From an optimization exercise on the open Yosys and OpenROAD flow, aimed at small area, a short achievable clock period and few clock cycles; shortcuts taken in it are not production practice. RTL that was checked went through simulation tests only; none was proved equivalent to the original.

// huffmanTree
module huffmanTree (
    input  logic                   Clk_in,
    input  logic                   n_Rst,
    input  logic                   Start,
    input  logic [79:0]            Weights,    
    output logic                   Busy,
    output logic                   Done,
    output logic [119:0]           Tree,       
    output logic [4:0]             RootRight,
    output logic [4:0]             RootLeft
);
For scale: ~2100 cells after synthesis, about 290 flip-flops, about 220 I/O pins, roughly 20000 µm² of cells after synthesis.
Settings: LEC_CHECK=0, CAP_MARGIN=20, CORE_MARGIN=2, CORE_UTILIZATION=40, CTS_BUF_LIST=sky130_fd_sc_hd__clkbuf_8, CTS_CLUSTER_SIZE=30, SLEW_MARGIN=20; clock period 36.0 ns.
standard.sh (not shown) runs the stock make flow with config.mk's settings and CLKGATE_MAP_FILE= SYNTH_SCRIPT=/design/flow/synth_recipe.tcl, a recipe that flattens the netlist after the stock synthesis.
==> flow/flow/run.sh <==
#!/bin/bash
# The standard layout, except that the port buffers are plain buf_1
# cells instead of the delay buffers buffer_ports picks by default.
set -euo pipefail
export BUFFER_PORTS_ARGS="-buffer_cell sky130_fd_sc_hd__buf_1"
bash standard.sh finish > standard_flow.log 2>&1
Testbench counts at the start, summed over its fixed seeds: cycles 4,608.
Rerun with:
--- a/flow/config.mk
+++ b/flow/config.mk
@@ -7,2 +7,3 @@
 export LEC_CHECK = 0
+export ABC_AREA = 1
 export CAP_MARGIN = 20
@@ -10,4 +11,4 @@
 export CORE_UTILIZATION = 40
-export CTS_BUF_LIST = sky130_fd_sc_hd__clkbuf_8
-export CTS_CLUSTER_SIZE = 30
+export CTS_CLUSTER_DIAMETER = 100
+export CTS_CLUSTER_SIZE = 26
 export SLEW_MARGIN = 20
Routed wire length went down by about 6%.
First-iteration DRC count decreases by about 10%.
Sequential share of layout area goes up by 0.97 points.
Die area decreases by about 1%.
Core utilization came out lower by 0.38 points.
Global-route usage decreases by 1.2 points.
Via count climbs by 3.0%.
Rerun with:
--- a/flow/config.mk
+++ b/flow/config.mk
@@ -7,3 +7,2 @@
 export LEC_CHECK = 0
-export ABC_AREA = 1
 export CAP_MARGIN = 20
@@ -11,4 +10,2 @@
 export CORE_UTILIZATION = 40
-export CTS_CLUSTER_DIAMETER = 100
-export CTS_CLUSTER_SIZE = 26
 export SLEW_MARGIN = 20
What happened:
- critical path depth stays the same
- sequential cell count is unchanged
- maximum frequency hardly moves
- core utilization grows by 0.83 points
- global-route usage grows by 1.1 points
- cell area grows by 3.8%
- cell count shrinks by 17%
- hold slack degrades by 14 ps
- clock-buffer cell count grows by 22
Rerun with:
--- a/flow/config.mk
+++ b/flow/config.mk
@@ -7,2 +7,3 @@
 export LEC_CHECK = 0
+export ABC_AREA = 1
 export CAP_MARGIN = 20
@@ -10,2 +11,4 @@
 export CORE_UTILIZATION = 40
+export CTS_CLUSTER_DIAMETER = 90
+export CTS_CLUSTER_SIZE = 30
 export SLEW_MARGIN = 20
Core utilization fell by 0.46 points. Global-route usage fell by 1.1 points. Non-clock buffer count fell by 13. Register-to-register slack gains 1200 ps. Via count rose by 2.7%. Die area fell by 1.0%. Cell count rose by 21%. Worst hold slack gains 17 ps.
Rerun with:
--- a/flow/config.mk
+++ b/flow/config.mk
@@ -7,8 +7,6 @@
 export LEC_CHECK = 0
-export ABC_AREA = 1
 export CAP_MARGIN = 20
 export CORE_MARGIN = 2
-export CORE_UTILIZATION = 40
-export CTS_CLUSTER_DIAMETER = 90
-export CTS_CLUSTER_SIZE = 30
+export CORE_UTILIZATION = 60
+export PLACE_DENSITY = 0.7
 export SLEW_MARGIN = 20
Effect:
- The new run passed the timing, DRC and antenna checks
- synthesized area is higher by 1.1%
- sequential cell count stays the same
- design area rose by 0.68%
- fmax fell by 0.75%
- global-route usage increases by 11 points
- cell count goes down by 24%
- register-to-register slack degrades by 1200 ps
- die area fell by 32%
- non-clock buffer count goes up by 12

huffmanTree, a different RTL version from the one above (not shown whole).
Size in the first run: roughly 280 flip-flops, about 220 I/O pins, roughly 0.019 mm^2 of cells after synthesis.
clock: 36.0 ns
lec_check: 0
abc_area: 1
cap_margin: 20
core_margin: 2
core_utilization: 40
cts_cluster_diameter: 100
cts_cluster_size: 30
slew_margin: 20
Scripts as last shown in full above: flow/flow/run.sh
Testbench counts at the start, summed over its fixed seeds: cycles 4,608.
Then changed:
--- a/flow/config.mk
+++ b/flow/config.mk
@@ -11 +11 @@
-export CORE_UTILIZATION = 40
+export CORE_UTILIZATION = 55
@@ -13 +13,2 @@
-export CTS_CLUSTER_SIZE = 30
+export CTS_CLUSTER_SIZE = 26
+export PLACE_DENSITY = 0.65
After rerunning: The changed run finished with timing, DRC and antenna clean. Count of clock-buffer cells in the layout came out higher by 1. Area after synthesis does not change. Setup slack is better by 19 ps. Routed wire length went down by 3.6%.
Then changed:
--- a/flow/config.mk
+++ b/flow/config.mk
@@ -11 +11 @@
-export CORE_UTILIZATION = 55
+export CORE_UTILIZATION = 40
@@ -14 +13,0 @@
-export PLACE_DENSITY = 0.65
Sequential cell count is unchanged.
Setup slack degrades by 3.9 ps.
Via count shrinks by 1.7%.

RTL: one of the versions met above, not the one the previous note started from.
Size in the first run: about 2800 cells after synthesis, about 290 flip-flops, about 19000 um2 of cells after synthesis.
export LEC_CHECK = 0
export ABC_AREA = 1
export CAP_MARGIN = 20
export CORE_MARGIN = 2
export CORE_UTILIZATION = 40
export SLEW_MARGIN = 20
create_clock -name core_clock -period 36.0 [get_ports {Clk_in}]
==> flow/flow/run.sh <==
#!/bin/bash
# The standard layout, except that the port buffers are plain buf_1
# cells instead of the delay buffers buffer_ports picks by default, and
# timing repair works to a setup margin: it treats any path longer than
# 8 ns as failing. The clock and constraints are the design's.
set -euo pipefail
export BUFFER_PORTS_ARGS="-buffer_cell sky130_fd_sc_hd__buf_1"
export SETUP_SLACK_MARGIN=28
bash standard.sh finish > standard_flow.log 2>&1
Testbench counts at the start, summed over its fixed seeds: cycles 4,608.
Edit:
==> flow/flow/run.sh (replaced) <==
#!/bin/bash
# The standard layout, except that the port buffers are plain buf_1
# cells instead of the delay buffers buffer_ports picks by default.
set -euo pipefail
export BUFFER_PORTS_ARGS="-buffer_cell sky130_fd_sc_hd__buf_1"
bash standard.sh finish > standard_flow.log 2>&1
--- a/flow/config.mk
+++ b/flow/config.mk
@@ -11,2 +11,4 @@
 export CORE_UTILIZATION = 40
+export CTS_CLUSTER_DIAMETER = 120
+export CTS_CLUSTER_SIZE = 30
 export SLEW_MARGIN = 20
Outcome: Critical path depth does not change. Fmax barely changes. Worst setup slack degrades by 0.024 ns. Cell area is lower by a little under a tenth. Wire length came out lower by a few percent. Count of clock-buffer cells in the layout drops by 28. Area after synthesis does not change. Flip-flop and latch count stays the same. Core utilization went down by 3.4 points.

main:
huffmanTree again, from the RTL that the note above started with.
clock: 36.0 ns
lec_check: 0
cap_margin: 20
core_margin: 2
core_utilization: 40
slew_margin: 20
==> flow/flow/run.sh <==
#!/bin/bash
# The standard layout, except that the port buffers are plain buf_1
# cells instead of the delay buffers buffer_ports picks by default, and
# timing repair works to a setup margin: it treats any path longer than
# 8.5 ns as failing. The clock and constraints are the design's.
set -euo pipefail
export BUFFER_PORTS_ARGS="-buffer_cell sky130_fd_sc_hd__buf_1"
export SETUP_SLACK_MARGIN=27.5
bash standard.sh finish > standard_flow.log 2>&1
Testbench counts of main, summed over its fixed seeds: cycles 4,608.
diff inputs: main => the feature branch
- ABC_AREA: unset -> 1
==> flow/flow/run.sh <==
#!/bin/bash
# The standard layout, except that the port buffers are plain buf_1
# cells instead of the delay buffers buffer_ports picks by default.
set -euo pipefail
export BUFFER_PORTS_ARGS="-buffer_cell sky130_fd_sc_hd__buf_1"
bash standard.sh finish > standard_flow.log 2>&1
--- outcome ---
- Simple-gate portion of the synthesized area ended up 12 points higher on the feature branch than on main.
- Going from main to the feature branch, placeable core region decreased 1.9%, fraction of area in registers increased 0.34 points, via count of the first global-routing pass increased 675.
- Worst reg-to-reg path cell count in the feature branch vs main: up 87%
- Looking at worst setup slack across both flows, the feature branch is the weaker of the two, with main ahead.
- main reports its most common cell after layout, fill and taps aside as sky130_fd_sc_hd__buf_1 while the feature branch reports sky130_fd_sc_hd__nand2_1.

Another version of the RTL of huffmanTree (not shown whole).
Size: about 2,800 cells after synthesis, about 290 flip-flops, ~19,000 um2 of cells after synthesis.
==> flow/config.mk <==
export PLATFORM = sky130hd
export DESIGN_NAME = huffmanTree
export DESIGN_NICKNAME = huffmanTree
export VERILOG_FILES = /design/flow/design.v
export SDC_FILE = /design/flow/constraint.sdc
export NUM_CORES = 4
export LEC_CHECK = 0
export ABC_AREA = 1
export CAP_MARGIN = 20
export CORE_MARGIN = 2
export CORE_UTILIZATION = 40
export CTS_CLUSTER_DIAMETER = 80
export CTS_CLUSTER_SIZE = 24
export SLEW_MARGIN = 20
==> flow/constraint.sdc <==
create_clock -name core_clock -period 36.0 [get_ports {Clk_in}]
set_input_delay 7.2000 -clock core_clock [delete_from_list [all_inputs] [get_ports {Clk_in}]]
set_output_delay 7.2000 -clock core_clock [all_outputs]
set_load 0.01 [all_outputs]
==> flow/flow/run.sh <==
#!/bin/bash
# The standard layout, except that the port buffers are plain buf_1
# cells instead of the delay buffers buffer_ports picks by default.
set -euo pipefail
export BUFFER_PORTS_ARGS="-buffer_cell sky130_fd_sc_hd__buf_1"
bash standard.sh finish > standard_flow.log 2>&1
==> next run, changes <==
CTS_CLUSTER_DIAMETER = unset   (was 80)
CTS_CLUSTER_SIZE = unset   (was 24)
Result:
- The new run ran to the end with no violations
- routed wire length is higher by about 0.55%
- core utilization is higher by 1.1 points
- fmax barely changes
- via count is higher by about 0.6%
- synthesized cell count stays the same
- die area does not change
- design area is higher by 2.4%
- clock skew is higher by 3.7 ps
- sequential cell count stays the same
Function was not checked in any run of this note: the RTL went through the layout flow alone.

## job 7486
Another version of the RTL of huffmanTree (not shown whole).
For scale: ~2,600 cells after synthesis, about 280 flip-flops, about 220 I/O pins.
==> flow/design.v (excerpt) <==
module huffmanTree (
    input  logic                   Clk_in,
    input  logic                   n_Rst,
    input  logic                   Start,
    input  logic [79:0]            Weights,    
    output logic                   Busy,
    output logic                   Done,
    output logic [119:0]           Tree,       
    output logic [4:0]             RootRight,
    output logic [4:0]             RootLeft
);
Settings: LEC_CHECK=0, ABC_AREA=1, CAP_MARGIN=20, CORE_MARGIN=2, CORE_UTILIZATION=55, CTS_CLUSTER_DIAMETER=100, CTS_CLUSTER_SIZE=26, PLACE_DENSITY=0.65, SLEW_MARGIN=20; clock period 36.0 ns.
Scripts as last shown in full above: flow/flow/run.sh
Input-level comparison between job 9296 and job 7486:
Settings: clearing PLACE_DENSITY, which used to be 0.65; swapping 55 for 40 in CORE_UTILIZATION.
Against job 7486, via count in job 9296 came out better.
Cell area deteriorates in job 9296 relative to job 7486.
Setup violation total in the final timing report: job 7486 vs job 9296 identical
Job 9296 has number of buffers created by CTS above what job 7486 had.
Job 9296 ended with more layout overhead on the synthesized area than job 7486.
Function was not checked in any run of this note: the RTL went through the layout flow alone.

-- afterwards: timing with drivers on the ports --
The flow's constraints put no driver on any port. The routed layouts listed below were extracted and timed again, unchanged, in two steps.
Step 1: set_driving_cell puts a clkbuf_16 on Clk_in and a buf_2 on each other input, an assumption about the parent block.
Step 2 adds t to the input delays and takes it off the output delays; t is the mean of the earliest and latest rising clock arrival at the registers after step 1. Input paths then give back, and output paths get back, about the clock's delay inside the block.
Three values: ideal ports, drivers, drivers and shift; two values: the first two.
run | t, ns | setup WS [ns] | hold WS [ns] | worst setup path after step 2 | worst slew at a driven data input, ns
the first run of note 1 | 0.686 | 27.534 / 27.479 / 27.595 | 0.458 / 0.458 / 0.458 | input, reset recovery | 0.05
the second run of note 1 | 0.595 | 27.605 / 27.548 / 27.891 | 0.468 / 0.468 / 0.468 | input, reset recovery | 0.04
the third run of note 1 | 0.598 | 27.626 / 27.571 / 27.601 | 0.453 / 0.453 / 0.453 | input, reset recovery | 0.04
the fourth run of note 1 | 0.601 | 27.631 / 27.577 / 27.929 | 0.470 / 0.470 / 0.470 | input, reset recovery | 0.04
the fifth run of note 1 | 0.642 | 27.567 / 27.513 / 27.578 | 0.463 / 0.463 / 0.463 | input, reset recovery | 0.05
the first run of note 2 | 0.591 | 27.630 / 27.568 / 27.631 | 0.481 / 0.481 / 0.481 | input, reset recovery | 0.04
the second run of note 2 | 0.569 | 27.649 / 27.596 / 27.916 | 0.476 / 0.476 / 0.476 | input, reset recovery | 0.04
the third run of note 2 | 0.584 | 27.645 / 27.587 / 27.613 | 0.478 / 0.478 / 0.478 | input, reset recovery | 0.04
the first run of note 3 | 0.612 | 27.645 / 27.591 / 27.894 | 0.470 / 0.470 / 0.470 | input, reset recovery | 0.04
the second run of note 3 | 0.581 | 27.621 / 27.565 / 27.919 | 0.468 / 0.468 / 0.468 | input, reset recovery | 0.04
main | 0.599 | 27.625 / 27.571 / 27.600 | 0.453 / 0.453 / 0.453 | input, reset recovery | 0.04
the feature branch | 0.614 | 27.609 / 27.555 / 27.886 | 0.468 / 0.468 / 0.468 | input, reset recovery | 0.04
the first run of note 5 | 0.617 | 27.585 / 27.527 / 27.484 | 0.461 / 0.461 / 0.461 | input, reset recovery | 0.05
the second run of note 5 | 0.613 | 27.567 / 27.511 / 27.527 | 0.459 / 0.459 / 0.459 | input, reset recovery | 0.05
job 7486 | 0.561 | 27.624 / 27.570 / 27.902 | 0.476 / 0.476 / 0.476 | input, reset recovery | 0.04
job 9296 | 0.577 | 27.641 / 27.582 / 27.630 | 0.477 / 0.477 / 0.477 | input, reset recovery | 0.04
After both steps every run listed still meets setup and hold. For the first run of note 5, which loses most, drivers alone change the setup slack by -0.058 ns; drivers and shift together by -0.101 ns. Setup slack includes reset recovery checks.
